This design comes from an exercise in tuning for small area on the open sky130 flow, not from production work.
In this exercise RTL edits were held to simulation tests only and were not proved equivalent to the original.
No activity file was given, so power comes from the tool's default toggle rates.

File: flow/design.v
package unlockerPkg;
    localparam int digitW     = 4;
    localparam int codeDigits = 4;
    localparam int codeW      = digitW * codeDigits;
    localparam int tableDepth = 8;
    localparam int idxW       = 3;
    localparam int countW     = 4;   
    localparam int fullEntry = 8;    
    localparam int nameEntry = 4;    
    localparam int maxAttempts = 3;
    localparam logic [codeW-1:0] defaultName     = 16'h1234;
    localparam logic [codeW-1:0] defaultPassword = 16'h1234;
    typedef enum logic [1:0]
    {
        modeAdmin = 2'd0,
        modeUser  = 2'd1,
        modeGuest = 2'd2
    } userMode_e;
    typedef enum logic [1:0]
    {
        stLocked   = 2'd0,
        stUnlocked = 2'd1,
        stFlagged  = 2'd2
    } sessionState_e;
endpackage
module unlocker
(
    input  logic              clk,
    input  logic              arstN,
    input  logic              locker,
    input  logic              btn1,
    input  logic              btn2,
    input  logic              btn3,
    input  logic              btn4,
    input  logic              btn5,
    input  logic              switch1,
    input  logic [3:0]        inputCount,
    input  logic [unlockerPkg::digitW-1:0] userNameInput0,
    input  logic [unlockerPkg::digitW-1:0] userNameInput1,
    input  logic [unlockerPkg::digitW-1:0] userNameInput2,
    input  logic [unlockerPkg::digitW-1:0] userNameInput3,
    input  logic [unlockerPkg::digitW-1:0] passwordInput0,
    input  logic [unlockerPkg::digitW-1:0] passwordInput1,
    input  logic [unlockerPkg::digitW-1:0] passwordInput2,
    input  logic [unlockerPkg::digitW-1:0] passwordInput3,
    input  logic              flagResolve,
    output logic              lock,
    output logic              flag,
    output logic              flagSelect,
    output logic              resetCount
);
    localparam int D = unlockerPkg::tableDepth;
    localparam int W = unlockerPkg::codeW;
    logic [W-1:0]   nameCode;
    logic [W-1:0]   passwordCode;
    logic [D-1:1]          valid;
    logic [D-1:1][W-1:0]   names;
    logic [D-1:0][W-1:0]   passwords;
    logic [D-1:1]          isUser;      
    logic [1:0]     attempts;
    logic [2:0]     curUser;
    logic [D-1:0]   nameMatch;
    logic           nameHit;
    logic [W-1:0]   hitPassword;
    logic           loginHit;
    logic [2:0]     loginIdx;
    logic [D-1:1]   freeSel;
    logic           full;
    logic           unlocked;
    logic           locked;
    logic           loginTry;
    logic           lockReq;
    logic           go;
    logic           curAdmin;
    logic           curWrite;
    logic           pwWrEn;
    logic           addEn;
    logic           delEn;
    logic [W-1:0]   pwData;
    assign nameCode     = {userNameInput3, userNameInput2, userNameInput1, userNameInput0};
    assign passwordCode = {passwordInput3, passwordInput2, passwordInput1, passwordInput0};
    always_comb
    begin
        nameMatch[0] = (nameCode == unlockerPkg::defaultName);
        for (int i = 1; i < D; i++)
        begin
            nameMatch[i] = valid[i] && (names[i] == nameCode);
        end
    end
    assign nameHit = |nameMatch;
    always_comb
    begin
        hitPassword = '0;
        for (int i = 0; i < D; i++)
        begin
            hitPassword = hitPassword | (passwords[i] & {W{nameMatch[i]}});
        end
    end
    assign loginHit = nameHit && (hitPassword == passwordCode);
    always_comb
    begin
        loginIdx = '0;
        for (int i = 1; i < D; i++)
        begin
            loginIdx = loginIdx | (nameMatch[i] ? 3'(i) : 3'd0);
        end
    end
    always_comb
    begin
        freeSel = '0;
        for (int i = D - 1; i >= 1; i--)
        begin
            if (!valid[i])
            begin
                freeSel    = '0;
                freeSel[i] = 1'b1;
            end
        end
    end
    assign full = &valid;
    assign unlocked = !lock;
    assign locked   = lock && !flag;
    assign loginTry = locked && (inputCount == 4'(unlockerPkg::fullEntry));
    assign lockReq  = locker || btn1;
    assign go       = unlocked && !lockReq;
    assign curAdmin = (curUser == 3'd0);
    always_comb
    begin
        curWrite = curAdmin;
        for (int i = 1; i < D; i++)
        begin
            if (curUser == 3'(i))
            begin
                curWrite = isUser[i];
            end
        end
    end
    assign pwWrEn = go && btn2 && curWrite && (inputCount >= 4'(unlockerPkg::nameEntry));
    assign addEn  = go && !btn2 && btn3 && curAdmin
                 && (inputCount == 4'(unlockerPkg::fullEntry)) && !full && !nameHit;
    assign delEn  = go && !btn2 && !btn3 && btn5 && curAdmin
                 && (inputCount == 4'(unlockerPkg::nameEntry)) && nameHit && !nameMatch[0];
    assign pwData = btn2 ? nameCode : passwordCode;
    always_ff @(posedge clk or negedge arstN)
    begin
        if (!arstN)
        begin
            valid <= '0;
        end
        else
        begin
            for (int i = 1; i < D; i++)
            begin
                if (addEn && freeSel[i])
                begin
                    valid[i] <= 1'b1;
                end
                else if (delEn && nameMatch[i])
                begin
                    valid[i] <= 1'b0;
                end
            end
        end
    end
    always_ff @(posedge clk or negedge arstN)
    begin
        if (!arstN)
        begin
            passwords[0] <= unlockerPkg::defaultPassword;
        end
        else if (pwWrEn && curAdmin)
        begin
            passwords[0] <= nameCode;
        end
    end
    always_ff @(posedge clk)
    begin
        for (int i = 1; i < D; i++)
        begin
            if (addEn && freeSel[i])
            begin
                names[i]  <= nameCode;
                isUser[i] <= switch1;
            end
            if ((addEn && freeSel[i]) || (pwWrEn && curUser == 3'(i)))
            begin
                passwords[i] <= pwData;
            end
        end
    end
    always_ff @(posedge clk or negedge arstN)
    begin
        if (!arstN)
        begin
            lock       <= 1'b1;
            flag       <= 1'b0;
            flagSelect <= 1'b0;
            resetCount <= 1'b0;
            attempts   <= '0;
        end
        else
        begin
            resetCount <= loginTry || pwWrEn || addEn || delEn;
            if (unlocked)
            begin
                if (lockReq)
                begin
                    lock <= 1'b1;
                end
            end
            else if (flag)
            begin
                if (flagResolve)
                begin
                    flag       <= 1'b0;
                    flagSelect <= 1'b0;
                end
            end
            else if (loginTry)
            begin
                if (loginHit)
                begin
                    lock     <= 1'b0;
                    attempts <= '0;
                end
                else
                begin
                    flag <= 1'b1;
                    if (attempts == 2'(unlockerPkg::maxAttempts - 1))
                    begin
                        flagSelect <= 1'b1;
                        attempts   <= '0;
                    end
                    else
                    begin
                        flagSelect <= 1'b0;
                        attempts   <= attempts + 1'b1;
                    end
                end
            end
        end
    end
    always_ff @(posedge clk)
    begin
        if (loginTry && loginHit)
        begin
            curUser <= loginIdx;
        end
    end
endmodule
File: flow/run.sh
#!/bin/bash
# synth_recipe.tcl (not shown) runs the flow's synth.tcl, then flattens the netlist and writes it again
# the make line also repeats each setting of config.mk as NAME=value (left out here)
make -C /OpenROAD-flow-scripts/flow DESIGN_CONFIG=/design/flow/config.mk WORK_HOME=/design/flow/orfs CLKGATE_MAP_FILE= SYNTH_SCRIPT=/design/flow/synth_recipe.tcl finish
File: flow/config.mk
export PLATFORM = sky130hd
export DESIGN_NAME = unlocker
export DESIGN_NICKNAME = unlocker
export VERILOG_FILES = /design/flow/design.v
export SDC_FILE = /design/flow/constraint.sdc
export NUM_CORES = 4
export LEC_CHECK = 0
export CAP_MARGIN = 20
export CORE_MARGIN = 2
export CORE_UTILIZATION = 40
export CTS_BUF_LIST = sky130_fd_sc_hd__clkbuf_16
export CTS_CLUSTER_DIAMETER = 80
export CTS_CLUSTER_SIZE = 25
export SLEW_MARGIN = 20
File: flow/constraint.sdc
create_clock -name core_clock -period 10.0 [get_ports {clk}]
set_input_delay 2.0000 -clock core_clock [delete_from_list [all_inputs] [get_ports {clk}]]
set_output_delay 2.0000 -clock core_clock [all_outputs]
set_load 0.01 [all_outputs]
==> impl_metrics.ini, run 1 <==
[run_status]
status = finished clean

[logic_synthesis]
yosys.area_share.simple_pct = 10.0
synthesis.area_mm2 = 0.0113
synth_edf_count = 234
yosys.area_share.adder_pct = 0
netlist_instances = 740
syn_nets = 786
synth_compound_area_share_pct = 7.26
ys_types = 68
synthMuxAreaShare_pct = 3.07
ys_seq_elements = 263
postSynth.asyncResetShare_pct = 11.0
ys_warn_count = 1
ys_seq_area_share_pct = 68.5
avgSynthCellArea_um2 = 15.3
synth_xor_area_share_pct = 8.12
synth_flop_cell = edfxtp_1
synth_top_family_by_area = simple AND/OR/NAND/NOR gates

[final_layout]
fin_nets = 847
drive_gt1_share_pct = 14.8
areaGrowthSynthToFinish_pct = 12.5
diodes = 0

[placement]
hpwl_mm = 17.0
place_congestion = 0.783
io_buffers = 48
place_ws_ns = 3.32

[critical_path]
startpoint = userNameInput1[1]
worstSetupEndpointType = flop
crit_fanout = 16
crit_arrival_ns = 6.28
crit_type = primary input to flop
r2r-start = names[22]$_DFFE_PP_
worst_setup_path_start_kind = primary input
critPathRequiredTime_ns = 10.11

[power_and_ir_drop]
p_int_w = 0.00153
vdd_drop_max_mv = 0.0926
switching_share_pct = 21.7
power_per_cell_area_mw_per_mm2 = 154
p_leak_nw = 4.26
seq_power_share_pct = 61.6
power_w = 0.00196
p_sw_w = 0.000426
clkPwrFrac_pct = 32.8
combPwrFrac_pct = 5.7

[floorplanning]
row_count = 61
die_w_um = 172
fp.dieH_um = 172
io-pin-count = 50
start_util_pct = 40.7
dieArea_mm2 = 0.0297
coreArea_mm2 = 0.0279

[drt]
first_iter_violations = 611
dr.pass1.iters = 5
wl_mm = 27.3
via_per_inst = 5.53
routedWlPerCell_um = 23.0
drtAntennaViolNets = 0
vias = 6569
remaining_drc_errors = 0

[timing]
relSlewSlack_pct = 22.0
whs_ns = 0.519
slew_viol_final = 0
worstMarginPinSlew_ns = 1.17
layout_min_cycle_time_ns = 6.17
finClkSkew_ns = 0.0261
min_period_over_period_pct = 61.7
hold_viol = 0
setup_tns_ns = 0
setup_ws_ns = 3.83
rsz0062_at_grt = false
setup_viol_count_final = 0
fmax_mhz = 162

[clocking]
tritoncts = built
clock-sinks = 263
hold_buffers = 0
numCtsBuffers = 15
clkTransAtPathRegs_ns = 0.10
cts_root_buffer = clkbuf_16
cts_setup_buffers = 0
cts.repair.resized = 0
cts_max_path_buffers = 3
h-tree-depth = 1
clk_latency_ns = 0.49

[min_path]
hp-class = flop to flop
hold_start = passwords[7]$_DFFE_PN0P_

[grt]
grt_max_degree = 30
track_usage_pct = 18.7
grt-ovfl-total = 0
antenna_found_initial = 0
grt_pass1_vias = 6393
grt_pass1_wl_mm = 40.7

[flow_run]
drv_cap = 0
==> power by group through the flow <==
stage | clock (W) | sequential (W) | combinational, W
2_1_floorplan | 0 | 0.00123 | 0.0000589
3_3_place_gp | 0 | 0.00123 | 0.000110
3_5_place_dp | 0 | 0.00123 | 0.000112
4_1_cts | 0.000652 | 0.00121 | 0.000112
5_1_grt | 0.000689 | 0.00121 | 0.000121
6_report | 0.000642 | 0.00121 | 0.000111
==> area by class of cell <==
cell class	count	area, µm²
fillers	2449	15100
flip-flops and latches	263	7760
repair buffers	79	713
inverters	23	86.3
clock inverters	10	65.1
multi-input cells	419	3280
well taps	378	473
clock buffers	15	375
==> cells in the mapped netlist, types with 5 or more instances <==
library cell  instances  area share, %
a21oi_1               5           0.22
a22o_1               14            1.1
a22oi_1              24            1.6
and2_1                6           0.33
and3_1                8           0.44
buf_2                 6           0.27
buf_4                 9           0.60
buf_6                11            1.1
clkbuf_1              9           0.30
dfrtp_1              23            5.1
dfstp_2               6            1.4
edfxtp_1            234             62
inv_1                19           0.63
mux2_2               30            3.0
nand2_1              29           0.96
nand2b_1              7           0.39
nand3_1              35            1.5
nand3b_1              5           0.33
nand4_1              21            1.2
nor2_1               10           0.33
nor2b_1               5           0.28
nor3_1               12           0.53
nor3_2                5           0.44
nor4_1                5           0.28
o21ai_0              10           0.44
o22ai_1               5           0.28
or4_1                 5           0.33
xnor2_1              81            6.3
xor2_1               24            1.9
==> state kept, by name (all words and copies together), names as in the netlist, 2 cells and up <==
register and flops:
valid 7, names 112, attempts 2, curUser 3, passwords 128, isUser 7
==> final timing paths <==
kind / slack, ns / cells past startpoint / to
max: 3.83 / 13 / passwords[120]$_DFFE_PP_
min: 0.52 / 1 / passwords[7]$_DFFE_PN0P_
max reg2reg: 5.77 / 10 / passwords[120]$_DFFE_PP_
min reg2reg: 0.52 / 1 / passwords[7]$_DFFE_PN0P_
max in group asynchronous: 7.73 / 2 / passwords[2]$_DFFE_PN1P_
min in group asynchronous: 1.92 / 2 / resetCount$_DFF_PN0_
==> cells by family (layout without fill, tap and decap cells) <==
group           after synthesis  after routing
buf+inv                      58            127
simple gates                180            180
xor+xnor                    105            105
compound gates              103            103
flops                       263            263
mux                          31             31
==> cell usage in the layout (no fill, tap or decap), types with 21 or more instances in the layout <==
cell type	synthesis	final
edfxtp_1	234	234
xnor2_1	81	81
clkdlybuf4s50_1	0	48
nand3_1	35	35
buf_4	9	31
mux2_2	30	30
nand2_1	29	29
inv_1	19	25
xor2_1	24	24
a22oi_1	24	24
dfrtp_1	23	23
nand4_1	21	21
==> per-stage QoR <==
| step | area (µm²) | util [%] | instances |
|---|---|---|---|
| floorplan | 11300 | - | 740 |
| CTS | 12700 | 45.8 | 1187 |
| detailed placement | 12300 | 44.2 | 1162 |
| finish | 12700 | 45.8 | 1187 |
| global placement | 12300 | 44.2 | 1162 |
| global route | 12700 | 45.8 | 1187 |
==> worst max-delay path, cell delays in order <==
cell and delay (ns):
clkdlybuf4s50_1 0.45, buf_4 0.25, inv_2 0.13, o2111ai_1 0.33
nor4_4 0.05, buf_4 0.18, and2_1 0.37, or4_1 0.63
nor2_2 0.25, o211ai_2 0.23, or2_1 0.33, nor3_2 0.17
a31o_1 0.87
==> per-layer routing <==
| metal | track usage, % | up-vias | part of all wire (%) |
|---|---|---|---|
| met4 | 4.17 | 0 | 1.8 |
| met2 | 30.4 | 210 | 47 |
| li1 | - | 2956 | - |
| met3 | 2.17 | 27 | 5.5 |
| met1 | 27.2 | 3376 | 46 |
| met5 | 0 | - | 0 |
==> inputs of run 2 (changes only) <==
--- a/flow/config.mk
+++ b/flow/config.mk
@@ -8,7 +8,7 @@
 export CAP_MARGIN = 20
 export CORE_MARGIN = 2
 export CORE_UTILIZATION = 40
-export CTS_BUF_LIST = sky130_fd_sc_hd__clkbuf_16
-export CTS_CLUSTER_DIAMETER = 80
-export CTS_CLUSTER_SIZE = 25
+export CTS_BUF_LIST = sky130_fd_sc_hd__clkbuf_8
+export CTS_CLUSTER_DIAMETER = 50
+export CTS_CLUSTER_SIZE = 15
 export SLEW_MARGIN = 20
==> run 2 against run 1 <==
  * Clock-buffer cell count rose by 12
  * Flip-flop and latch count did not move
  * Sequential power barely moved
  * Sequential share of layout area fell by 0.37 points
  * Routed wire length rose by 0.79%
  * Clock power rose by 7.2%
  * Final cell count rose by 1.6%
  * Utilization rose by 0.28 points
  * Critical path type unchanged
==> impl_metrics.ini, run 2 <==
[logic_synthesis]
ys_seq_elements = 263
synth_flop_cell = edfxtp_1
netlist_top_cells_count = edfxtp_1 (234), xnor2_1 (81), nand3_1 (35), mux2_2 (30), nand2_1 (29)
ys_warn_count = 1
avgSynthCellArea_um2 = 15.3
yosys.area_share.adder_pct = 0
yosys-top-cells-area = edfxtp_1 (62%), xnor2_1 (6.3%), dfrtp_1 (5.1%)
yosys.area_share.simple_pct = 10.0
synth_compound_area_share_pct = 7.26
netlist_instances = 740
ys_seq_area_share_pct = 68.5
synth.most_common_cell = edfxtp_1
synth_xor_area_share_pct = 8.12
syn_nets = 786
ys_types = 68
yosysTopAreaCell = edfxtp_1
synthMuxAreaShare_pct = 3.07
synth_top_cell_area_share_pct = 62.0
synth_top_family_by_area = simple AND/OR/NAND/NOR gates
synth_edf_count = 234
synthesis.area_mm2 = 0.0113
postSynth.asyncResetShare_pct = 11.0

[final_layout]
layout_common_cells = edfxtp_1 (234), xnor2_1 (81), clkdlybuf4s50_1 (48), nand3_1 (35), buf_4 (31)
diodes = 0
top_register = passwords
fin_nets = 858
largest_register_ffs = 128
top_regs = passwords (128), names (112)
fin_util_pct = 46.0
areaGrowthSynthToFinish_pct = 13.2
final_common_cell = edfxtp_1
drive_gt1_share_pct = 17.3
instances_no_fill = 1206

[timing]
layout_min_cycle_time_ns = 6.05
relSlewSlack_pct = 25.1
finClkSkew_ns = 0.0362
rsz0062_at_grt = false
min_period_over_period_pct = 60.5
worstMarginPinSlew_ns = 1.12
slew_viol_final = 0
setup_viol_count_final = 0
fmax_mhz = 165
setup_tns_ns = 0
hold_viol = 0

[clocking]
tritoncts = built
cts_root_buffer = clkbuf_8
clkTransAtPathRegs_ns = 0.09
cts.repair.resized = 0
cts_setup_buffers = 0
hold_buffers = 0
h-tree-depth = 1
cts_max_path_buffers = 3
numCtsBuffers = 26
clock-sinks = 263
clk_latency_ns = 0.60

[grt]
antenna_found_initial = 0
met3_usage_pct = 2.49
gr-usage-met2_pct = 30.5
grt_pass1_vias = 6529
grt_max_degree = 30
grt-ovfl-total = 0
track_usage_pct = 18.9
grt_pass1_wl_mm = 41.2
grt_use_met1_pct = 27.1
grt.busiest_layer = met2

[critical_path]
crit_arrival_ns = 6.25
critPathRequiredTime_ns = 10.19
r2r-start = names[22]$_DFFE_PP_
r2r_slack_ns = 5.78
r2r-end = passwords[127]$_DFFE_PP_
crit_fanout = 16
worst_setup_path_start_kind = primary input
crit_type = primary input to flop
rr_worst_depth = 10
worstSetupEndpointType = flop

[drt]
routedWlPerCell_um = 22.8
remaining_drc_errors = 0
vias = 6627
dr.pass1.iters = 5
via_per_inst = 5.50
wl_mm = 27.6
first_iter_violations = 592
drtAntennaViolNets = 0

[power_and_ir_drop]
p_sw_w = 0.000465
vdd_drop_max_mv = 0.0622
power_per_cell_area_mw_per_mm2 = 156
combPwrFrac_pct = 5.5
switching_share_pct = 23.2
clkPwrFrac_pct = 34.3
p_int_w = 0.00154
seq_power_share_pct = 60.2
p_leak_nw = 4.29

[floorplanning]
fp.dieH_um = 172
coreArea_mm2 = 0.0279
start_util_pct = 40.7
die_w_um = 172
dieArea_mm2 = 0.0297
io-pin-count = 50
row_count = 61

[placement]
place_congestion = 0.783
io_buffers = 48
placedCellCount = 1162
hpwl_mm = 17.0

[flow_run]
drv_cap = 0

[min_path]
whs_path_depth = 1
hold_start = passwords[7]$_DFFE_PN0P_
worstHoldEndpoint = passwords[7]$_DFFE_PN0P_
hp-class = flop to flop

[run_status]
status = finished clean
## run 2: cell counts after synthesis
No cell type changed its count.
## run 2: per-layer routing
| metal | part of all wire [%] | up-vias |
|---|---|---|
| li1 | - | 2985 |
| met4 | 1.8 | 0 |
| met1 | 46 | 3387 |
| met2 | 47 | 222 |
| met5 | 0 | - |
| met3 | 5.7 | 33 |
## run 2: worst max path at each step
stage | start | to | cells after the start
5_1_grt | userNameInput1[2] | passwords[127]$_DFFE_PP_ | 13
3_5_place_dp | userNameInput1[2] | passwords[116]$_DFFE_PP_ | 13
3_3_place_gp | userNameInput1[1] | passwords[116]$_DFFE_PP_ | 13
2_1_floorplan | userNameInput2[1] | passwords[112]$_DFFE_PP_ | 13
6_report | userNameInput1[1] | passwords[127]$_DFFE_PP_ | 13
4_1_cts | userNameInput1[2] | passwords[127]$_DFFE_PP_ | 13
## run 2: logic make-up (layout without fill, tap and decap cells)
family / Yosys count / in the layout
AOI/OAI and AO/OA: 103 / 103
xor gates and xnor gates: 105 / 105
muxes: 31 / 31
buffers and inverters: 58 / 146
DFF: 263 / 263
and+or+nand+nor: 180 / 180
## run 2: final cells by class
class                   instances  area [µm²]
multi-input cells             419        3280
repair buffers                 79         713
well taps                     378         473
inverters                      23        86.3
clock inverters                17         148
fillers                      2461       15000
clock buffers                  27         372
flip-flops and latches        263        7760
## run 2: power groups by stage
stage	clock (W)	combinational [W]	sequential [W]
CTS	0.000699	0.000112	0.00121
finish	0.000688	0.000111	0.00121
floorplan	0	0.0000589	0.00123
detailed placement	0	0.000112	0.00123
global placement	0	0.000110	0.00123
global route	0.000739	0.000121	0.00121
## run 2: per-stage QoR
stage          hold WS (ns)  total power, W  area (µm²)  setup slack [ns]
6_report              0.515         0.00201       12800              3.95
5_1_grt               0.530         0.00207       12800              3.77
4_1_cts               0.519         0.00202       12800              3.92
3_5_place_dp          0.499         0.00134       12300              3.32
3_3_place_gp          0.492         0.00134       12300              3.29
2_1_floorplan         0.480         0.00129       11300              4.33
## run 2: worst max-delay path: stages
cell,delay [ns]
clkdlybuf4s50_1,0.45
buf_4,0.25
inv_2,0.14
o2111ai_1,0.34
nor4_4,0.05
buf_4,0.18
and2_1,0.36
or4_1,0.62
nor2_2,0.25
o211ai_2,0.23
or2_1,0.33
nor3_2,0.17
a31o_1,0.86
==> inputs of run 3 (changes only) <==
--- a/flow/config.mk
+++ b/flow/config.mk
@@ -8,7 +8,4 @@
 export CAP_MARGIN = 20
 export CORE_MARGIN = 2
 export CORE_UTILIZATION = 40
-export CTS_BUF_LIST = sky130_fd_sc_hd__clkbuf_8
-export CTS_CLUSTER_DIAMETER = 50
-export CTS_CLUSTER_SIZE = 15
 export SLEW_MARGIN = 20
==> run 3 against run 2 <==
  * Sequential share of layout area fell by 1.7 points
  * Clock power rose by 45%
  * First-iteration DRC count fell by 2.0%
  * Fmax fell by 0.87%
  * Critical path type unchanged
  * Critical endpoint is now passwords[118]$_DFFE_PP_
  * Largest cell class unchanged
==> impl_metrics.ini, run 3 <==
[run_status]
status = finished clean

[min_path]
hold_start = passwords[7]$_DFFE_PN0P_
hp-class = flop to flop

[clocking]
cts_max_path_buffers = 3
h-tree-depth = 1
tritoncts = built
numCtsBuffers = 28
hold_buffers = 0
clock-sinks = 263
clk_latency_ns = 0.54
cts_setup_buffers = 0
clkTransAtPathRegs_ns = 0.06
cts_root_buffer = clkbuf_16
cts.repair.resized = 0

[critical_path]
crit_type = primary input to flop
critPathSlowestCell = a31o_1
timing.critical_path.buf_inv = 4
worstSetupEndpointType = flop
max_stage_delay_ns = 0.84
rr_worst_depth = 10
worstPathCellList = clkdlybuf4s50_1, buf_4, inv_2, o221ai_1, nor3_1, buf_4, and2_1, or4_1, nor2_2, o211ai_2, or2_1, nor3_2, a31o_1
critPathRequiredTime_ns = 10.15
crit_end = passwords[118]$_DFFE_PP_
r2r-start = names[22]$_DFFE_PP_
r2r_slack_ns = 5.78
cp_num_cells = 13
r2r-end = passwords[118]$_DFFE_PP_
crit_arrival_ns = 6.26
crit_fanout = 16
worst_setup_path_start_kind = primary input
cpMostUsedCell = buf_4
startpoint = userNameInput1[2]
crit_family = simple AND/OR/NAND/NOR gates

[logic_synthesis]
ys_seq_elements = 263
postSynth.asyncResetShare_pct = 11.0
ys_warn_count = 1
synth_edf_count = 234
syn_nets = 786
netlist_top_cells_count = edfxtp_1 (234), xnor2_1 (81), nand3_1 (35), mux2_2 (30), nand2_1 (29)
synth_flop_cell = edfxtp_1
synth.most_common_cell = edfxtp_1
yosysTopAreaCell = edfxtp_1
synth_top_cell_area_share_pct = 62.0
ys_types = 68
netlist_instances = 740
yosys-top-cells-area = edfxtp_1 (62%), xnor2_1 (6.3%), dfrtp_1 (5.1%)
avgSynthCellArea_um2 = 15.3
ys_seq_area_share_pct = 68.5
synthesis.area_mm2 = 0.0113

[placement]
hpwl_mm = 17.0
placedCellCount = 1162
io_buffers = 48
place_congestion = 0.783

[drt]
via_per_inst = 5.47
dr_wl_met3_mm = 1.65
routedWlPerCell_um = 22.7
dr.pass1.iters = 5
vias = 6633
drtAntennaViolNets = 0
met2_length_mm = 12.9
first_iter_violations = 580
remaining_drc_errors = 0
wl_mm = 27.5
wl_met1_mm = 12.7
top_layer = met4

[timing]
whs_ns = 0.509
worstMarginPinSlew_ns = 1.14
rsz0062_at_grt = false
setup_tns_ns = 0
slew_viol_final = 0
min_period_over_period_pct = 61.1
fmax_mhz = 164
setup_viol_count_final = 0
layout_min_cycle_time_ns = 6.11
hold_viol = 0
relSlewSlack_pct = 24.0
finClkSkew_ns = 0.0170

[final_layout]
instances_no_fill = 1213
largest_register_ffs = 128
diodes = 0
final_common_cell = edfxtp_1
fin_util_pct = 47.4
layout_common_cells = edfxtp_1 (234), xnor2_1 (81), clkdlybuf4s50_1 (48), nand3_1 (35), buf_4 (31)
top_register = passwords
drive_gt1_share_pct = 16.8
areaGrowthSynthToFinish_pct = 16.4
top_regs = passwords (128), names (112)
n_fill_cell = 2419
fin_nets = 860

[floorplanning]
start_util_pct = 40.7
io-pin-count = 50
row_count = 61
dieArea_mm2 = 0.0297
coreArea_mm2 = 0.0279
fp.dieH_um = 172
die_w_um = 172

[flow_run]
drv_cap = 0

[power_and_ir_drop]
power_per_cell_area_mw_per_mm2 = 176
p_leak_nw = 4.46
vdd_drop_max_mv = 0.0971
power_w = 0.00232

[grt]
grt_max_degree = 30
grt_pass1_vias = 6553
antenna_found_initial = 0
track_usage_pct = 18.9
grt-ovfl-total = 0
grt_pass1_wl_mm = 41.2
[run 3: cell types whose count changed in the layout (fill, tap and decap cells not counted)]
cell        previous run  this run
bufinv_16              1         2
clkbuf_1               0         7
clkbuf_16              0        29
clkbuf_8              27         1
clkinv_1               0         5
clkinv_2               3         6
clkinv_4               2         0
clkinvlp_4             3         1
inv_1                 21        19
inv_6                  5         0
inv_8                  1         0
[run 3: kinds of logic after synthesis]
| group | share of synthesized area, % |
|---|---|
| flip-flops | 68.5 |
| AO/OA/AOI/OAI | 7.26 |
| XOR/XNOR | 8.12 |
| buffers and inverters | 3.01 |
| multiplexers | 3.07 |
| AND/OR/NAND/NOR | 10.0 |
[run 3: stage by stage]
step / setup WS [ns] / area (µm²)
after floorplan: 4.33 / 11300
after global placement: 3.29 / 12300
after detailed placement: 3.32 / 12300
after CTS: 3.87 / 13200
after global routing: 3.72 / 13200
final: 3.89 / 13200
[run 3: final cells by class]
type | count | area [µm²] | share of cell area (%)
inverters | 23 | 86.3 | 0.654
clock inverters | 14 | 116 | 0.882
multi-input cells | 419 | 3280 | 24.8
well taps | 378 | 473 | 3.59
clock buffers | 37 | 766 | 5.80
repair buffers | 79 | 713 | 5.41
flip-flops and latches | 263 | 7760 | 58.8
[run 3: worst reg2reg max path: stages, from the launching register on]
cell      delay, ns
edfxtp_1       0.40
o221ai_1       0.26
nor3_1         0.11
buf_4          0.19
and2_1         0.43
or4_1          0.64
nor2_2         0.22
o211ai_2       0.23
or2_1          0.33
nor3_2         0.17
a31o_1         0.84
[run 3: worst min path at each step]
stage / to / slack [ns] / cells after the start
detailed placement: passwords[7]$_DFFE_PN0P_ / 0.50 / 1
global route: passwords[3]$_DFFE_PN0P_ / 0.52 / 1
global placement: passwords[15]$_DFFE_PN0P_ / 0.49 / 1
finish: passwords[7]$_DFFE_PN0P_ / 0.51 / 1
floorplan: valid[4]$_DFFE_PN0P_ / 0.48 / 1
CTS: passwords[7]$_DFFE_PN0P_ / 0.51 / 1
[run 3: layer usage]
layer	up-vias	GRT usage [%]
li1	2994	-
met1	3414	27.3
met2	205	30.8
met3	20	2.70
met4	0	3.54
met5	-	0
[run 3: report_power, final]
| group | total [W] | internal [W] | switching, W |
|---|---|---|---|
| combinational | 0.000111 | 0.0000475 | 0.0000637 |
| clock | 0.000995 | 0.000586 | 0.000409 |
| sequential | 0.00121 | 0.00120 | 0.00000423 |
==> inputs of run 4 (changes only) <==
==> flow/flow/run.sh (new file) <==
#!/bin/bash
# Standard ORFS layout (the standard.sh, unchanged synthesis) with area-oriented knobs:
# smallest buffer on every port, no CTS dummy loads, power/area recovery after routing repair.
set -euo pipefail
bash standard.sh \
  BUFFER_PORTS_ARGS="-buffer_cell sky130_fd_sc_hd__buf_1" \
  CTS_ARGS="-sink_clustering_enable -repair_clock_nets -sink_clustering_size 25 -sink_clustering_max_diameter 80 -buf_list sky130_fd_sc_hd__clkbuf_16 -dont_use_dummy_load" \
  RECOVER_POWER=100 \
  finish > standard.log 2>&1
==> flow/standard.sh (new file) <==
#!/bin/bash
# synth_recipe.tcl (not shown) runs the flow's synth.tcl, then flattens the netlist and writes it again
# the make line also repeats each setting of config.mk as NAME=value (left out here)
make -C /OpenROAD-flow-scripts/flow DESIGN_CONFIG=/design/flow/config.mk WORK_HOME=/design/flow/orfs CLKGATE_MAP_FILE= SYNTH_SCRIPT=/design/flow/synth_recipe.tcl "${@:-finish}"
--- a/flow/config.mk
+++ b/flow/config.mk
@@ -8,4 +8,7 @@
 export CAP_MARGIN = 20
 export CORE_MARGIN = 2
 export CORE_UTILIZATION = 40
+export CTS_BUF_LIST = sky130_fd_sc_hd__clkbuf_16
+export CTS_CLUSTER_DIAMETER = 80
+export CTS_CLUSTER_SIZE = 25
 export SLEW_MARGIN = 20
removed: flow/run.sh
==> run 4 against run 3 <==
  * Now fails the layout checks on capacitance limit, slew limit
  * Flip-flop and latch count is the same
  * Critical endpoint is now passwords[68]$_DFFE_PP_
  * Sequential power hardly changed
  * Clock-buffer cell count down 22
  * Final cell count is 3.1% lower
  * Fmax fell by 18%
  * Highest routed layer unchanged
  * Clock power fell by about 40%
  * Worst hold slack gained 0.010 ns
  * Global-route usage down 0.34 points
  * Critical path depth is the same
  * Critical path type unchanged
==> impl_metrics.ini, run 4 <==
[clocking]
hold_buffers = 0
tritoncts = built
h-tree-depth = 1
cts_root_buffer = clkbuf_16
cts.repair.resized = 0
clock-sinks = 263
clk_latency_ns = 0.49
numCtsBuffers = 15
cts_max_path_buffers = 3
cts_setup_buffers = 0
clkTransAtPathRegs_ns = 0.10

[timing]
rsz0062_at_grt = false
layout_min_cycle_time_ns = 7.43
worstMarginPinSlew_ns = 3.11
fmax_mhz = 135
min_period_over_period_pct = 74.3
setup_tns_ns = 0
relSlewSlack_pct = -109
finClkSkew_ns = 0.0325
slew_viol_final = 47
hold_viol = 0
setup_viol_count_final = 0

[critical_path]
crit_arrival_ns = 7.51
crit_family = simple AND/OR/NAND/NOR gates
max_stage_delay_ns = 1.04
crit_fanout = 17
worstPathCellList = buf_1, clkbuf_1, xnor2_1, nand4_1, nor3_1, clkbuf_1, and2_0, or4_1, nor2_1, o211ai_1, or4b_1, o31ai_4, clkbuf_1
worstSetupEndpointType = flop
crit_type = primary input to flop
worst_setup_path_start_kind = primary input
cpMostUsedCell = clkbuf_1
timing.critical_path.buf_inv = 4
critPathSlowestCell = clkbuf_1
critPathRequiredTime_ns = 10.07

[grt]
grt-ovfl-total = 0
grt_pass1_wl_mm = 40.4
grt_max_degree = 30
antenna_found_initial = 0
grt_pass1_vias = 6296
track_usage_pct = 18.6

[final_layout]
largest_register_ffs = 128
n_fill_cell = 2522
layout_common_cells = edfxtp_1 (234), xnor2_1 (81), buf_1 (46), nand3_1 (35), nand2_1 (29)
stdcell_area_mm2 = 0.0122
top_regs = passwords (128), names (112)
instances_no_fill = 1175
drive_gt1_share_pct = 7.90
diodes = 0
final_common_cell = edfxtp_1
fin_nets = 845
multi_input_area_mm2 = 0.00322
top_register = passwords
areaGrowthSynthToFinish_pct = 7.82
regArea_mm2 = 0.00776

[power_and_ir_drop]
power_w = 0.00190
vdd_drop_max_mv = 0.0844
power_per_cell_area_mw_per_mm2 = 156
p_leak_nw = 3.95

[floorplanning]
io-pin-count = 50
dieArea_mm2 = 0.0297
row_count = 61
start_util_pct = 40.7
die_w_um = 172
coreArea_mm2 = 0.0279
fp.dieH_um = 172

[logic_synthesis]
postSynth.asyncResetShare_pct = 11.0
ys_seq_elements = 263
avgSynthCellArea_um2 = 15.3
netlist_instances = 740
ys_types = 68
ys_seq_area_share_pct = 68.5
ys_warn_count = 1
synth_flop_cell = edfxtp_1
synth.most_common_cell = edfxtp_1
syn_nets = 786
yosys-top-cells-area = edfxtp_1 (62%), xnor2_1 (6.3%), dfrtp_1 (5.1%)
netlist_top_cells_count = edfxtp_1 (234), xnor2_1 (81), nand3_1 (35), mux2_2 (30), nand2_1 (29)
synth_edf_count = 234
yosysTopAreaCell = edfxtp_1
synthesis.area_mm2 = 0.0113
synth_top_cell_area_share_pct = 62.0

[drt]
dr.pass1.iters = 6
wl_mm = 27.1
remaining_drc_errors = 0
routedWlPerCell_um = 23.0
drtAntennaViolNets = 0
via_per_inst = 5.47
first_iter_violations = 716
vias = 6425

[run_status]
failed_checks = capacitance limit, slew limit
status = failed layout checks

[placement]
io_buffers = 48
hpwl_mm = 17.0
dpl_cell_area_mm2 = 0.0120
placedCellCount = 1160
place_congestion = 0.771

[flow_run]
drv_cap = 2

[min_path]
hp-class = flop to flop
-- run 4: metrics by stage --
stage          setup WS [ns]  hold slack (ns)  utilization, %
3_3_place_gp            3.75            0.491            43.1
4_1_cts                 4.21            0.522            44.4
3_5_place_dp            3.74            0.497            43.1
2_1_floorplan           4.33            0.480               -
6_report                2.57            0.519            43.8
5_1_grt                 2.27            0.539            43.8
-- run 4: kinds of logic after synthesis --
group                     share of synthesized area (%)
AOI/OAI and AO/OA                                  7.26
muxes                                              3.07
xor gates and xnor gates                           8.12
buffers and inverters                              3.01
DFF                                                68.5
and+or+nand+nor                                    10.0
-- run 4: area by class of cell --
class,instances,share of cell area (%)
flip-flops and latches,263,63.5
well taps,378,3.87
repair buffers,77,2.46
clock buffers,15,3.07
inverters,23,0.707
multi-input cells,419,26.4
-- run 4: path summary, 6_finish.rpt --
check                                           from                         to  slack (ns)  depth (start not counted)
setup / recovery                   userNameInput1[0]    passwords[68]$_DFFE_PP_        2.57                         13
setup reg to reg                valid[5]$_DFFE_PN0P_       curUser[2]$_DFFE_PP_        4.69                          9
max in group asynchronous                      arstN  passwords[13]$_DFFE_PN0P_        6.89                          1
hold / removal             passwords[14]$_DFFE_PN0P_  passwords[14]$_DFFE_PN0P_        0.52                          1
hold reg to reg            passwords[14]$_DFFE_PN0P_  passwords[14]$_DFFE_PN0P_        0.52                          1
min in group asynchronous                      arstN       resetCount$_DFF_PN0_        2.01                          1
-- run 4: metal layers --
| metal | track usage [%] | up-vias | wire length, µm |
|---|---|---|---|
| met3 | 1.72 | 29 | 1210 |
| met1 | 27.2 | 3287 | 12700 |
| met2 | 30.3 | 164 | 12800 |
| met4 | 3.91 | 0 | 387 |
| met5 | 0 | - | 0 |
| li1 | - | 2945 | - |
-- run 4: where the power goes --
| part | internal, W | leakage [nW] | switching, W |
|---|---|---|---|
| registers | 0.00120 | 2.48 | 0.00000435 |
| logic | 0.0000308 | 1.28 | 0.0000627 |
| clock network | 0.000270 | 0.185 | 0.000329 |
==> inputs of run 5 (changes only) <==
--- a/flow/flow/run.sh
+++ b/flow/flow/run.sh
@@ -5,5 +5,4 @@
 bash standard.sh \
   BUFFER_PORTS_ARGS="-buffer_cell sky130_fd_sc_hd__buf_1" \
   CTS_ARGS="-sink_clustering_enable -repair_clock_nets -sink_clustering_size 25 -sink_clustering_max_diameter 80 -buf_list sky130_fd_sc_hd__clkbuf_16 -dont_use_dummy_load" \
-  RECOVER_POWER=100 \
   finish > standard.log 2>&1
==> run 5 against run 4 <==
  * Now clean on timing, DRC and antenna
  * Synthesized area is the same
  * Final cell count unchanged
  * Routed wire length fell by 0.11%
  * Combinational power increased by 4.6%
  * Utilization rose by 0.56 points
  * Non-clock buffer count unchanged
==> impl_metrics.ini, run 5 <==
[final_layout]
areaGrowthSynthToFinish_pct = 9.19
fin_nets = 845
drive_gt1_share_pct = 14.4
instances_no_fill = 1175
top_regs = passwords (128), names (112)
top_register = passwords
layout_common_cells = edfxtp_1 (234), xnor2_1 (81), buf_1 (47), nand3_1 (35), mux2_2 (30)
final_common_cell = edfxtp_1
stdcell_area_mm2 = 0.0124
fin_util_pct = 44.4
diodes = 0
largest_register_ffs = 128

[critical_path]
crit_arrival_ns = 5.84
worstSetupEndpointType = flop
crit_type = primary input to flop
crit_family = simple AND/OR/NAND/NOR gates
rr_worst_depth = 9
r2r_slack_ns = 5.74
r2r-start = valid[5]$_DFFE_PN0P_
cpMostUsedCell = buf_4
worst_setup_path_start_kind = primary input
max_stage_delay_ns = 0.89
timing.critical_path.buf_inv = 4
critPathRequiredTime_ns = 10.08
critPathSlowestCell = a31o_1
r2r-end = curUser[1]$_DFFE_PP_
worstPathCellList = buf_1, buf_4, inv_2, o221ai_1, nor3_1, buf_4, and2_1, or4_1, nor2_2, o211ai_2, or2_1, nor3_2, a31o_1
crit_fanout = 16

[clocking]
cts_setup_buffers = 0
numCtsBuffers = 15
clk_latency_ns = 0.49
cts_max_path_buffers = 3
clock-sinks = 263
clkTransAtPathRegs_ns = 0.07
cts_root_buffer = clkbuf_16
cts.repair.resized = 0
tritoncts = built
h-tree-depth = 1
hold_buffers = 0

[floorplanning]
io-pin-count = 50
dieArea_mm2 = 0.0297
coreArea_mm2 = 0.0279
start_util_pct = 40.7
fp.dieH_um = 172
row_count = 61
die_w_um = 172

[grt]
track_usage_pct = 18.6
antenna_found_initial = 0
grt_pass1_wl_mm = 40.4
grt_pass1_vias = 6296
grt_max_degree = 30
grt-ovfl-total = 0

[logic_synthesis]
netlist_instances = 740
synth_flop_cell = edfxtp_1
ys_types = 68
ys_seq_elements = 263
synth_edf_count = 234
synth_top_cell_area_share_pct = 62.0
netlist_top_cells_count = edfxtp_1 (234), xnor2_1 (81), nand3_1 (35), mux2_2 (30), nand2_1 (29)
avgSynthCellArea_um2 = 15.3
syn_nets = 786
yosys-top-cells-area = edfxtp_1 (62%), xnor2_1 (6.3%), dfrtp_1 (5.1%)
synthesis.area_mm2 = 0.0113
yosysTopAreaCell = edfxtp_1
postSynth.asyncResetShare_pct = 11.0
ys_seq_area_share_pct = 68.5
synth.most_common_cell = edfxtp_1
ys_warn_count = 1

[timing]
layout_min_cycle_time_ns = 5.76
relSlewSlack_pct = 24.2
setup_viol_count_final = 0
fmax_mhz = 174
hold_viol = 0
min_period_over_period_pct = 57.6
rsz0062_at_grt = false
finClkSkew_ns = 0.0339
setup_tns_ns = 0
slew_viol_final = 0
worstMarginPinSlew_ns = 1.14

[power_and_ir_drop]
p_leak_nw = 4.07
power_per_cell_area_mw_per_mm2 = 154
vdd_drop_max_mv = 0.0843

[placement]
dpl_cell_area_mm2 = 0.0120
hpwl_mm = 17.0
place_congestion = 0.771
placedCellCount = 1160
io_buffers = 48

[drt]
remaining_drc_errors = 0
routedWlPerCell_um = 23.0
first_iter_violations = 675
drtAntennaViolNets = 0
via_per_inst = 5.49
wl_mm = 27.0
vias = 6452
dr.pass1.iters = 5

[min_path]
whs_path_depth = 1
hold_start = passwords[13]$_DFFE_PN0P_
hp-class = flop to flop
worstHoldEndpoint = passwords[13]$_DFFE_PN0P_

[run_status]
status = finished clean

[flow_run]
drv_cap = 0
run 5: worst max-delay path by stage:
| stage | from | end | cells after the start |
|---|---|---|---|
| 3_5_place_dp | userNameInput1[2] | passwords[122]$_DFFE_PP_ | 13 |
| 2_1_floorplan | userNameInput2[1] | passwords[112]$_DFFE_PP_ | 13 |
| 5_1_grt | userNameInput1[2] | passwords[121]$_DFFE_PP_ | 13 |
| 4_1_cts | userNameInput1[2] | passwords[121]$_DFFE_PP_ | 13 |
| 3_3_place_gp | userNameInput2[1] | passwords[116]$_DFFE_PP_ | 12 |
| 6_report | userNameInput1[2] | passwords[121]$_DFFE_PP_ | 13 |
run 5: cells by family after synthesis:
family / Yosys count / synth area share [%]
xor gates and xnor gates: 105 / 8.12
DFF: 263 / 68.5
AOI/OAI and AO/OA: 103 / 7.26
buffers and inverters: 58 / 3.01
muxes: 31 / 3.07
and+or+nand+nor: 180 / 10.0
run 5: routing by layer:
metal	GRT usage (%)	vias up	wire (µm)
li1	-	2937	-
met1	27.2	3303	12500
met2	30.3	182	12900
met3	1.72	30	1240
met4	3.91	0	403
met5	0	-	0
run 5: where the power goes:
part | switching (W) | internal [W] | leakage (nW) | total (W)
sequential | 0.00000445 | 0.00120 | 2.49 | 0.00121
combinational | 0.0000630 | 0.0000348 | 1.40 | 0.0000978
clock | 0.000333 | 0.000270 | 0.185 | 0.000602
run 5: area by class of cell:
class | instances | area [µm²]
fill | 2487 | 15500
sequential | 263 | 7760
multi-input combinational | 419 | 3280
tap | 378 | 473
timing repair buffer | 77 | 399
clock buffer | 15 | 375
inverter | 23 | 86.3
run 5: through the flow:
step | total power (W) | worst slack (ns) | hold slack, ns
floorplan | 0.00129 | 4.33 | 0.480
global placement | 0.00133 | 3.75 | 0.491
detailed placement | 0.00133 | 3.74 | 0.497
CTS | 0.00192 | 4.21 | 0.522
global route | 0.00197 | 4.10 | 0.539
finish | 0.00191 | 4.24 | 0.518
==> inputs of run 6 (changes only) <==
--- a/flow/config.mk
+++ b/flow/config.mk
@@ -8,7 +8,5 @@
 export CAP_MARGIN = 20
 export CORE_MARGIN = 2
 export CORE_UTILIZATION = 40
-export CTS_BUF_LIST = sky130_fd_sc_hd__clkbuf_16
-export CTS_CLUSTER_DIAMETER = 80
-export CTS_CLUSTER_SIZE = 25
+export GPL_TIMING_DRIVEN = 0
 export SLEW_MARGIN = 20
==> run 6 against run 5 <==
  * Register-to-register slack worse by 0.51 ns
  * Critical path type unchanged
  * Clock power barely moved
  * Clock skew is 0.0011 ns lower
  * Still clean
  * Highest routed layer unchanged
  * Flip-flop and latch count stayed put
  * Worst setup slack lost 0.82 ns
==> impl_metrics.ini, run 6 <==
[run_status]
status = finished clean

[final_layout]
stdcell_area_mm2 = 0.0126
drive_gt1_share_pct = 15.1
diodes = 0
areaGrowthSynthToFinish_pct = 11.0
top_register = passwords
largest_register_ffs = 128
fin_nets = 858
instances_no_fill = 1188
n_fill_cell = 2467
layout_common_cells = edfxtp_1 (234), xnor2_1 (81), buf_1 (47), nand3_1 (35), mux2_2 (30)
final_common_cell = edfxtp_1
top_regs = passwords (128), names (112)

[grt]
grt-ovfl-total = 0
grt.busiest_layer = met2
grt_pass1_vias = 6486
grt_use_met1_pct = 28.5
grt_pass1_wl_mm = 42.7
track_usage_pct = 20.1
met3_usage_pct = 2.79
gr-usage-met2_pct = 33.1
grt_max_degree = 26
antenna_found_initial = 0

[drt]
remaining_drc_errors = 0
wl_mm = 29.1
via_per_inst = 5.61
vias = 6665
drtAntennaViolNets = 0
first_iter_violations = 643
routedWlPerCell_um = 24.5
dr.pass1.iters = 5

[clocking]
cts.repair.resized = 0
tritoncts = built
cts_root_buffer = clkbuf_16
numCtsBuffers = 15
clock-sinks = 263
h-tree-depth = 1
cts_setup_buffers = 0
clk_latency_ns = 0.49
clkTransAtPathRegs_ns = 0.06
hold_buffers = 0
cts_max_path_buffers = 3

[logic_synthesis]
ys_seq_area_share_pct = 68.5
synth_edf_count = 234
yosysTopAreaCell = edfxtp_1
syn_nets = 786
ys_warn_count = 1
synth_flop_cell = edfxtp_1
yosys-top-cells-area = edfxtp_1 (62%), xnor2_1 (6.3%), dfrtp_1 (5.1%)
synth_top_cell_area_share_pct = 62.0
ys_seq_elements = 263
synth.most_common_cell = edfxtp_1
synthesis.area_mm2 = 0.0113
ys_types = 68
postSynth.asyncResetShare_pct = 11.0
netlist_instances = 740
netlist_top_cells_count = edfxtp_1 (234), xnor2_1 (81), nand3_1 (35), mux2_2 (30), nand2_1 (29)
avgSynthCellArea_um2 = 15.3

[placement]
place_congestion = 0.817
dpl_cell_area_mm2 = 0.0122
io_buffers = 48
hpwl_mm = 19.5
placedCellCount = 1173

[critical_path]
r2r_slack_ns = 5.23
worst_setup_path_start_kind = primary input
critPathRequiredTime_ns = 10.09
crit_fanout = 16
crit_type = primary input to flop
crit_arrival_ns = 6.67
worstSetupEndpointType = flop

[timing]
finClkSkew_ns = 0.0328
fmax_mhz = 152
worstMarginPinSlew_ns = 1.03
rsz0062_at_grt = false
setup_tns_ns = 0
whs_ns = 0.519
hold_viol = 0
layout_min_cycle_time_ns = 6.58
min_period_over_period_pct = 65.8
slew_viol_final = 0
setup_viol_count_final = 0
relSlewSlack_pct = 31.1

[floorplanning]
row_count = 61
io-pin-count = 50
die_w_um = 172
dieArea_mm2 = 0.0297
start_util_pct = 40.7
coreArea_mm2 = 0.0279
fp.dieH_um = 172

[min_path]
hp-class = flop to flop

[power_and_ir_drop]
p_leak_nw = 4.13
vdd_drop_max_mv = 0.0764
power_per_cell_area_mw_per_mm2 = 152

[flow_run]
drv_cap = 0
[run 6: cell counts after synthesis]
Identical to the previous run, type by type.
[run 6: stage by stage]
stage	setup slack [ns]	power (W)	util [%]
finish	3.42	0.00192	45.1
global route	3.17	0.00197	45.1
CTS	3.35	0.00193	45.1
detailed placement	2.85	0.00133	43.8
global placement	2.07	0.00133	43.0
floorplan	4.33	0.00129	-
[run 6: path summary, 6_finish.rpt]
kind | end | cells past startpoint | start
worst max-delay path | passwords[121]$_DFFE_PP_ | 13 | userNameInput3[1]
max in group asynchronous | passwords[4]$_DFFE_PN1P_ | 2 | arstN
min in group asynchronous | resetCount$_DFF_PN0_ | 1 | arstN
worst min-delay path | attempts[1]$_DFFE_PN0P_ | 1 | attempts[1]$_DFFE_PN0P_
worst max register to register | passwords[121]$_DFFE_PP_ | 11 | names[101]$_DFFE_PP_
worst min register to register | attempts[1]$_DFFE_PN0P_ | 1 | attempts[1]$_DFFE_PN0P_
[run 6: area by class of cell]
class	count	area [µm²]	area share [%]
buffer	35	255	2.03
sequential	263	7760	61.7
inverter	23	86.3	0.687
timing repair buffer	55	297	2.36
tap	378	473	3.76
clock buffer	15	375	2.99
multi-input combinational	419	3320	26.4
[run 6: power breakdown]
part           leakage, nW  switching (W)  total [W]  internal [W]
logic                 1.46      0.0000669   0.000103     0.0000365
clock network        0.185       0.000336   0.000605      0.000270
registers             2.49     0.00000433    0.00121       0.00120
total                 4.13       0.000407    0.00192       0.00151
[run 6: layer usage]
metal  part of all wire, %  up-vias
li1                      -     2968
met1                    45     3444
met2                    48      224
met3                   6.0       29
met4                   1.4        0
met5                     0        -
[run 6: cell families after synthesis]
family	count (synthesis)	share of synthesized area, %
and+or+nand+nor	180	10.0
AOI/OAI and AO/OA	103	7.26
muxes	31	3.07
DFF	263	68.5
xor gates and xnor gates	105	8.12
buffers and inverters	58	3.01
[run 6: critical path: stages]
cell      delay, ns
buf_1          0.40
buf_4          0.34
xnor2_1        0.12
nand4_2        0.15
nor3_1         0.16
and2_1         0.17
clkbuf_1       0.26
or4_1          0.70
nor2_2         0.30
o211ai_2       0.27
or2_1          0.37
nor3_4         0.54
a31o_1         0.88
==> inputs of run 7 (changes only) <==
==> flow/flow/run.sh (replaced) <==
#!/bin/bash
# The standard layout (standard.sh) with area-oriented settings:
#  - synthesis: synth_recipe.tcl with an area-oriented abc script (flow/synth.tcl, flow/area.abc)
#  - the smallest buffer (buf_1) on every port
#  - CTS with clkbuf_16 on clusters of up to 25 sinks and no dummy loads
set -euo pipefail
here=$(pwd)
export AREA_ABC_SCRIPT=$here/flow/area.abc
bash standard.sh \
  SYNTH_SCRIPT=$here/flow/synth.tcl \
  BUFFER_PORTS_ARGS="-buffer_cell sky130_fd_sc_hd__buf_1" \
  CTS_ARGS="-sink_clustering_enable -repair_clock_nets -sink_clustering_size 25 -sink_clustering_max_diameter 80 -buf_list sky130_fd_sc_hd__clkbuf_16 -dont_use_dummy_load" \
  finish > standard.log 2>&1
==> flow/flow/area.abc (new file) <==
strash
&get -n
&dch
&nf -R 1000 -a
&put
==> flow/flow/synth.tcl (new file) <==
# synth_recipe.tcl with one change: abc maps with this flow's area script (flow/area.abc).
# Registers are mapped by dfflibmap before abc, so they are the standard synthesis's.
proc synth {args} { yosys synth -nofsm -noshare {*}$args }
proc abc {args} {
  set i [lsearch -exact $args -script]
  if { $i >= 0 } {
    set args [lreplace $args $i [expr { $i + 1 }] -script $::env(AREA_ABC_SCRIPT)]
  }
  yosys abc {*}$args
}
source $::env(SCRIPTS_DIR)/synth.tcl
# left out here: clear keep_hierarchy, flatten, clean up, hide names made inside functions, write 1_2_yosys.v
--- a/flow/config.mk
+++ b/flow/config.mk
@@ -5,8 +5,8 @@
 export SDC_FILE = /design/flow/constraint.sdc
 export NUM_CORES = 4
 export LEC_CHECK = 0
-export CAP_MARGIN = 20
+export CAP_MARGIN = 0
 export CORE_MARGIN = 2
 export CORE_UTILIZATION = 40
 export GPL_TIMING_DRIVEN = 0
-export SLEW_MARGIN = 20
+export SLEW_MARGIN = 0
==> run 7 against run 6 <==
  * Still clean
  * Flip-flop and latch count unchanged
  * Fmax down 12%
  * Design area down 4.9%
  * Sequential power about the same
  * Synthesized cell count down 2.2%
  * Worst hold slack worse by 0.0089 ns
  * Via count up 1.2%
  * Synthesized area down 6.0%
  * Sequential share of layout area up 3.2 points
  * Critical path type unchanged
==> impl_metrics.ini, run 7 <==
[logic_synthesis]
synthesis.area_mm2 = 0.0106
synth_flop_cell = edfxtp_1
ys_seq_elements = 263
yosysTopAreaCell = edfxtp_1
netlist_top_cells_count = edfxtp_1 (234), nor2_1 (54), clkinv_1 (44), a21oi_1 (41), nand2_1 (34)
avgSynthCellArea_um2 = 14.7
synth_top_cell_area_share_pct = 66.0
syn_nets = 770
ys_seq_area_share_pct = 72.9
netlist_instances = 724
ys_warn_count = 1
yosys-top-cells-area = edfxtp_1 (66%), dfrtp_1 (5.4%), a221oi_1 (2.7%)
ys_types = 44
postSynth.asyncResetShare_pct = 11.0
synth.most_common_cell = edfxtp_1
synth_edf_count = 234

[final_layout]
n_fill_cell = 2333
multi_input_area_mm2 = 0.00280
regArea_mm2 = 0.00776
top_register = passwords
layout_common_cells = edfxtp_1 (234), nor2_1 (53), buf_1 (45), clkinv_1 (44), a21oi_1 (41)
stdcell_area_mm2 = 0.0120
fin_util_pct = 45.7
top_regs = passwords (128), names (112)
areaGrowthSynthToFinish_pct = 12.3
final_common_cell = edfxtp_1
largest_register_ffs = 128
fin_nets = 862
drive_gt1_share_pct = 7.99

[critical_path]
crit_arrival_ns = 7.61
r2r_slack_ns = 5.11
r2r-end = passwords[94]$_DFFE_PP_
critPathRequiredTime_ns = 10.11
crit_fanout = 18
crit_type = primary input to flop
worstPathCellList = buf_1, clkinv_1, o2bb2ai_1, a221oi_1, nand3_1, nor4_1, and3_1, nor2_1, nand4_1, or4_1, nor2_1, nand3_1, nor2_2, a41o_1
rr_worst_depth = 12
crit_end = passwords[94]$_DFFE_PP_
critPathSlowestCell = a41o_1
worstSetupEndpointType = flop
startpoint = userNameInput1[2]
r2r-start = names[22]$_DFFE_PP_
max_stage_delay_ns = 0.87
worst_setup_path_start_kind = primary input

[clocking]
cts_setup_buffers = 0
tritoncts = built
numCtsBuffers = 14
h-tree-depth = 1
hold_buffers = 0
clock-sinks = 263
clkTransAtPathRegs_ns = 0.08
cts_root_buffer = clkbuf_16
clk_latency_ns = 0.49
cts_max_path_buffers = 3
cts.repair.resized = 0

[power_and_ir_drop]
p_int_w = 0.00148
seq_power_share_pct = 64.8
p_leak_nw = 3.78
switching_share_pct = 20.7
p_sw_w = 0.000386
clkPwrFrac_pct = 30.5
vdd_drop_max_mv = 0.120
power_per_cell_area_mw_per_mm2 = 156
combPwrFrac_pct = 4.8

[floorplanning]
die_w_um = 167
dieArea_mm2 = 0.0279
start_util_pct = 40.7
coreArea_mm2 = 0.0261
row_count = 59
io-pin-count = 50
fp.dieH_um = 167

[placement]
hpwl_mm = 18.1
place_ws_ns = 1.96
dpl_cell_area_mm2 = 0.0116
place_congestion = 0.799
io_buffers = 48

[drt]
wl_mm = 26.7
vias = 6746
via_per_inst = 5.87
drtAntennaViolNets = 0
dr.pass1.iters = 16
remaining_drc_errors = 0
first_iter_violations = 934
routedWlPerCell_um = 23.2

[timing]
relSlewSlack_pct = 27.5
setup_ws_ns = 2.50
rsz0062_at_grt = false
layout_min_cycle_time_ns = 7.50
finClkSkew_ns = 0.0381
slew_viol_final = 0
hold_viol = 0
fmax_mhz = 133
min_period_over_period_pct = 75.0
setup_viol_count_final = 0
worstMarginPinSlew_ns = 1.09

[grt]
grt-ovfl-total = 0
grt_max_degree = 34
track_usage_pct = 19.2
grt_pass1_wl_mm = 40.6
grt_pass1_vias = 6579
antenna_found_initial = 1

[run_status]
status = finished clean

[min_path]
whs_path_depth = 2
hp-class = flop to flop

[flow_run]
drv_cap = 0
run 7: final cells by class:
cell class,instances,area share [%]
repair buffers,76,3.82
clock buffers,14,2.93
diodes,1,0.0209
well taps,335,3.51
multi-input cells,417,23.4
flip-flops and latches,263,64.9
inverters,44,1.38
run 7: power groups by stage:
stage               sequential, W  combinational, W  clock [W]
finish                    0.00121         0.0000893   0.000568
global route              0.00121         0.0000983   0.000613
CTS                       0.00121         0.0000901   0.000578
detailed placement        0.00123         0.0000901          0
global placement          0.00123         0.0000883          0
floorplan                 0.00123         0.0000398          0
run 7: per-layer routing:
metal,GRT usage [%],part of all wire [%],vias to the layer above
met3,2.27,6.3,35
met1,29.1,45,3372
met5,0,0,-
met4,4.01,1.7,0
met2,30.2,47,248
li1,-,-,3091
run 7: worst max-delay path, delay by kind of cell:
family          cells  cell delay [ns]
compound gates      3             1.28
simple gates        9             3.00
buf+inv             2             1.29
run 7: how the worst min path moves through the flow:
| stage | from | to |
|---|---|---|
| after floorplan | passwords[14]$_DFFE_PN0P_ | passwords[14]$_DFFE_PN0P_ |
| after global placement | passwords[14]$_DFFE_PN0P_ | passwords[14]$_DFFE_PN0P_ |
| after detailed placement | passwords[14]$_DFFE_PN0P_ | passwords[14]$_DFFE_PN0P_ |
| after CTS | passwords[14]$_DFFE_PN0P_ | passwords[14]$_DFFE_PN0P_ |
| after global routing | passwords[5]$_DFFE_PN1P_ | passwords[5]$_DFFE_PN1P_ |
| final | passwords[5]$_DFFE_PN1P_ | passwords[5]$_DFFE_PN1P_ |
run 7: metrics by stage:
stage               setup TNS, ns  std cells  hold slack [ns]  total power (W)
floorplan                       0        724            0.459          0.00127
global placement          -702.36       1107            0.480          0.00132
detailed placement              0       1135            0.486          0.00132
CTS                             0       1149            0.506          0.00188
global route                    0       1150            0.530          0.00192
finish                          0       1150            0.510          0.00187
run 7: cells by family (layout without fill, tap and decap cells):
logic type             count (synthesis)  in the layout  synth area share (%)
buffers and inverters                 44            134                  1.55
AO/OA/AOI/OAI                        201            201                  13.9
flip-flops                           263            263                  72.9
XOR/XNOR                              47             47                  3.87
multiplexers                           2              2                 0.212
AND/OR/NAND/NOR                      167            167                  7.60
other                                  0              1                     0
==> inputs of run 8 (changes only) <==
==> flow/config.mk (replaced) <==
export PLATFORM = sky130hd
export DESIGN_NAME = unlocker
export DESIGN_NICKNAME = unlocker
export VERILOG_FILES = /design/flow/design.v
export SDC_FILE = /design/flow/constraint.sdc
export NUM_CORES = 4
export LEC_CHECK = 0
export CAP_MARGIN = 20
export CORE_MARGIN = 2
export CORE_UTILIZATION = 65
export GPL_TIMING_DRIVEN = 0
export PLACE_DENSITY = 0.75
export SLEW_MARGIN = 20
==> run 8 against run 7 <==
  * Still clean on timing, DRC and antenna
  * Design area down 1.6%
  * Utilization is 28 points higher
  * Sequential power is essentially flat
  * Flip-flop and latch count unchanged
  * Die area is 38% lower
  * Non-clock buffer count up 3
  * Critical path type unchanged
==> impl_metrics.ini, run 8 <==
[grt]
track_usage_pct = 29.7
grt_pass1_wl_mm = 39.0
met3_usage_pct = 3.58
grt_pass1_vias = 6939
grt.busiest_layer = met2
gr-usage-met2_pct = 50.6
grt-ovfl-total = 0
grt_max_degree = 34
antenna_found_initial = 0
grt_use_met1_pct = 40.1

[power_and_ir_drop]
p_leak_nw = 3.78
seq_power_share_pct = 65.1
vdd_drop_max_mv = 0.192
combPwrFrac_pct = 4.7
switching_share_pct = 20.2
p_int_w = 0.00148
power_per_cell_area_mw_per_mm2 = 158
clkPwrFrac_pct = 30.1
p_sw_w = 0.000375

[critical_path]
rr_worst_depth = 16
worstSetupEndpointType = flop
crit_type = primary input to flop
crit_arrival_ns = 7.56
crit_end = curUser[2]$_DFFE_PP_
max_stage_delay_ns = 0.67
r2r-start = names[1]$_DFFE_PP_
crit_fanout = 14
critPathRequiredTime_ns = 10.16
worst_setup_path_start_kind = primary input
critPathSlowestCell = clkinv_1
worstPathCellList = buf_1, clkinv_1, a22o_1, a221oi_1, nand3_1, nor4_1, nand4_1, nor4_2, buf_4, buf_2, a221oi_1, and3_1, nand2_1, nand3_1, a2111oi_0, nand4_1, nor3_1, nor2b_1
startpoint = userNameInput1[1]
r2r-end = curUser[2]$_DFFE_PP_
r2r_slack_ns = 5.12

[final_layout]
top_regs = passwords (128), names (112)
largest_register_ffs = 128
fin_util_pct = 73.7
diodes = 0
drive_gt1_share_pct = 8.32
areaGrowthSynthToFinish_pct = 10.4
final_common_cell = edfxtp_1
layout_common_cells = edfxtp_1 (234), nor2_1 (53), buf_1 (45), clkinv_1 (44), a21oi_1 (41)
fin_nets = 865
top_register = passwords

[logic_synthesis]
postSynth.asyncResetShare_pct = 11.0
netlist_instances = 724
ys_seq_elements = 263
ys_types = 44
syn_nets = 770
ys_warn_count = 1
synth_edf_count = 234
yosysTopAreaCell = edfxtp_1
yosys-top-cells-area = edfxtp_1 (66%), dfrtp_1 (5.4%), a221oi_1 (2.7%)
ys_seq_area_share_pct = 72.9
synthesis.area_mm2 = 0.0106
netlist_top_cells_count = edfxtp_1 (234), nor2_1 (54), clkinv_1 (44), a21oi_1 (41), nand2_1 (34)
synth_top_cell_area_share_pct = 66.0
synth.most_common_cell = edfxtp_1
synth_flop_cell = edfxtp_1
avgSynthCellArea_um2 = 14.7

[timing]
hold_viol = 0
slew_viol_final = 0
layout_min_cycle_time_ns = 7.40
relSlewSlack_pct = 26.6
setup_tns_ns = 0
worstMarginPinSlew_ns = 1.10
min_period_over_period_pct = 74.0
rsz0062_at_grt = false
finClkSkew_ns = 0.0271
setup_viol_count_final = 0
fmax_mhz = 135

[clocking]
hold_buffers = 0
clkTransAtPathRegs_ns = 0.09
clock-sinks = 263
numCtsBuffers = 14
cts_max_path_buffers = 3
cts_root_buffer = clkbuf_16
h-tree-depth = 1
tritoncts = built
cts.repair.resized = 0
clk_latency_ns = 0.49
cts_setup_buffers = 0

[floorplanning]
row_count = 46
coreArea_mm2 = 0.0159
io-pin-count = 50
die_w_um = 132
fp.dieH_um = 132
start_util_pct = 66.8
dieArea_mm2 = 0.0174

[drt]
wl_mm = 25.3
via_per_inst = 6.75
drtAntennaViolNets = 0
remaining_drc_errors = 0
routedWlPerCell_um = 24.5
dr.pass1.iters = 6
first_iter_violations = 881
vias = 6971

[placement]
io_buffers = 48
hpwl_mm = 17.0
place_congestion = 0.838

[min_path]
hp-class = flop to flop
whs_path_depth = 2

[run_status]
status = finished clean

[flow_run]
drv_cap = 0
## run 8: cell counts after synthesis
Identical to the previous run, type by type.
## run 8: cells by family (layout without fill, tap and decap cells)
group	after synthesis	after routing	synth area share (%)
AOI/OAI and AO/OA	201	201	13.9
DFF	263	263	72.9
muxes	2	2	0.212
buffers and inverters	44	137	1.55
and+or+nand+nor	167	167	7.60
xor gates and xnor gates	47	47	3.87
## run 8: power groups by stage
stage          Combinational (W)  Clock (W)  Sequential [W]
2_1_floorplan          0.0000398          0         0.00123
3_3_place_gp           0.0000823          0         0.00123
3_5_place_dp           0.0000862          0         0.00123
4_1_cts                0.0000865   0.000562         0.00121
5_1_grt                0.0000955   0.000594         0.00121
6_report               0.0000875   0.000559         0.00121
## run 8: per-layer routing
metal	vias up	part of all wire [%]	wire length [µm]
met5	-	0	0
met4	0	2.9	731
met1	3438	39	9990
met3	61	7.4	1880
li1	3090	-	-
met2	382	50	12700
## run 8: cell type report
cell class	instances	area, µm²
flip-flops and latches	263	7760
fillers	1065	4190
multi-input cells	417	2820
repair buffers	79	392
clock buffers	14	350
well taps	216	270
inverters	44	165
## run 8: critical path, delay by kind of cell
kind | cells | cell delay [ns]
buf+inv | 4 | 1.79
compound gates | 4 | 1.18
simple gates | 10 | 2.57
## run 8: how the worst min path moves through the flow
stage	from	endpoint	slack [ns]
floorplan	passwords[14]$_DFFE_PN0P_	passwords[14]$_DFFE_PN0P_	0.46
global placement	passwords[14]$_DFFE_PN0P_	passwords[14]$_DFFE_PN0P_	0.48
detailed placement	passwords[4]$_DFFE_PN1P_	passwords[4]$_DFFE_PN1P_	0.49
CTS	passwords[4]$_DFFE_PN1P_	passwords[4]$_DFFE_PN1P_	0.51
global route	passwords[12]$_DFFE_PN1P_	passwords[12]$_DFFE_PN1P_	0.52
finish	passwords[12]$_DFFE_PN1P_	passwords[12]$_DFFE_PN1P_	0.51
## run 8: stage by stage
step | worst slack, ns | total power (W) | cells | hold slack, ns | instance area [µm²]
final | 2.60 | 0.00185 | 1033 | 0.509 | 11800
after global routing | 2.14 | 0.00190 | 1033 | 0.524 | 11800
after CTS | 2.69 | 0.00186 | 1033 | 0.509 | 11800
after detailed placement | 2.19 | 0.00132 | 1019 | 0.493 | 11400
after global placement | -3.20 | 0.00131 | 988 | 0.482 | 11100
after floorplan | 2.95 | 0.00127 | 724 | 0.459 | 10600

-- static timing again, ports no longer ideal --
The results above use ideal ports. As a check the final layouts listed here were re-extracted and re-timed, cells and wires unchanged.
Step 1 assumes that a clkbuf_16 drives the clock port and a buf_2 every other input.
Step 2 also shifts input and output timing later by t, the mid clock arrival at the registers, as if the neighbouring blocks saw the same clock.
a / b / c = ideal ports / drivers / drivers and shift; a / b = the first two.
| run | shift t [ns] | setup slack, ns | worst setup path at the end | worst data-port slew with drivers (ns) | cell pins on the clock port's net |
|---|---|---|---|---|---|
| run 1 | 0.528 | 3.827 / 3.850 / 3.322 | input to register | 0.04 | 1 |
| run 2 | 0.622 | 3.946 / 3.964 / 3.342 | input to register | 0.04 | 1 |
| run 3 | 0.579 | 3.893 / 3.918 / 3.339 | input to register | 0.04 | 1 |
| run 4 | 0.520 | 2.568 / 2.591 / 2.071 | input to register | 0.05 | 1 |
| run 5 | 0.522 | 4.237 / 4.263 / 3.741 | input to register | 0.05 | 1 |
| run 6 | 0.524 | 3.419 / 3.441 / 2.918 | input to register | 0.04 | 1 |
| run 7 | 0.519 | 2.497 / 2.518 / 1.999 | input to register | 0.06 | 1 |
| run 8 | 0.516 | 2.600 / 2.614 / 2.098 | input to register | 0.03 | 1 |
The setup slack of run 2, which loses most, moves by +0.018 ns with the drivers and by -0.604 ns with both steps.
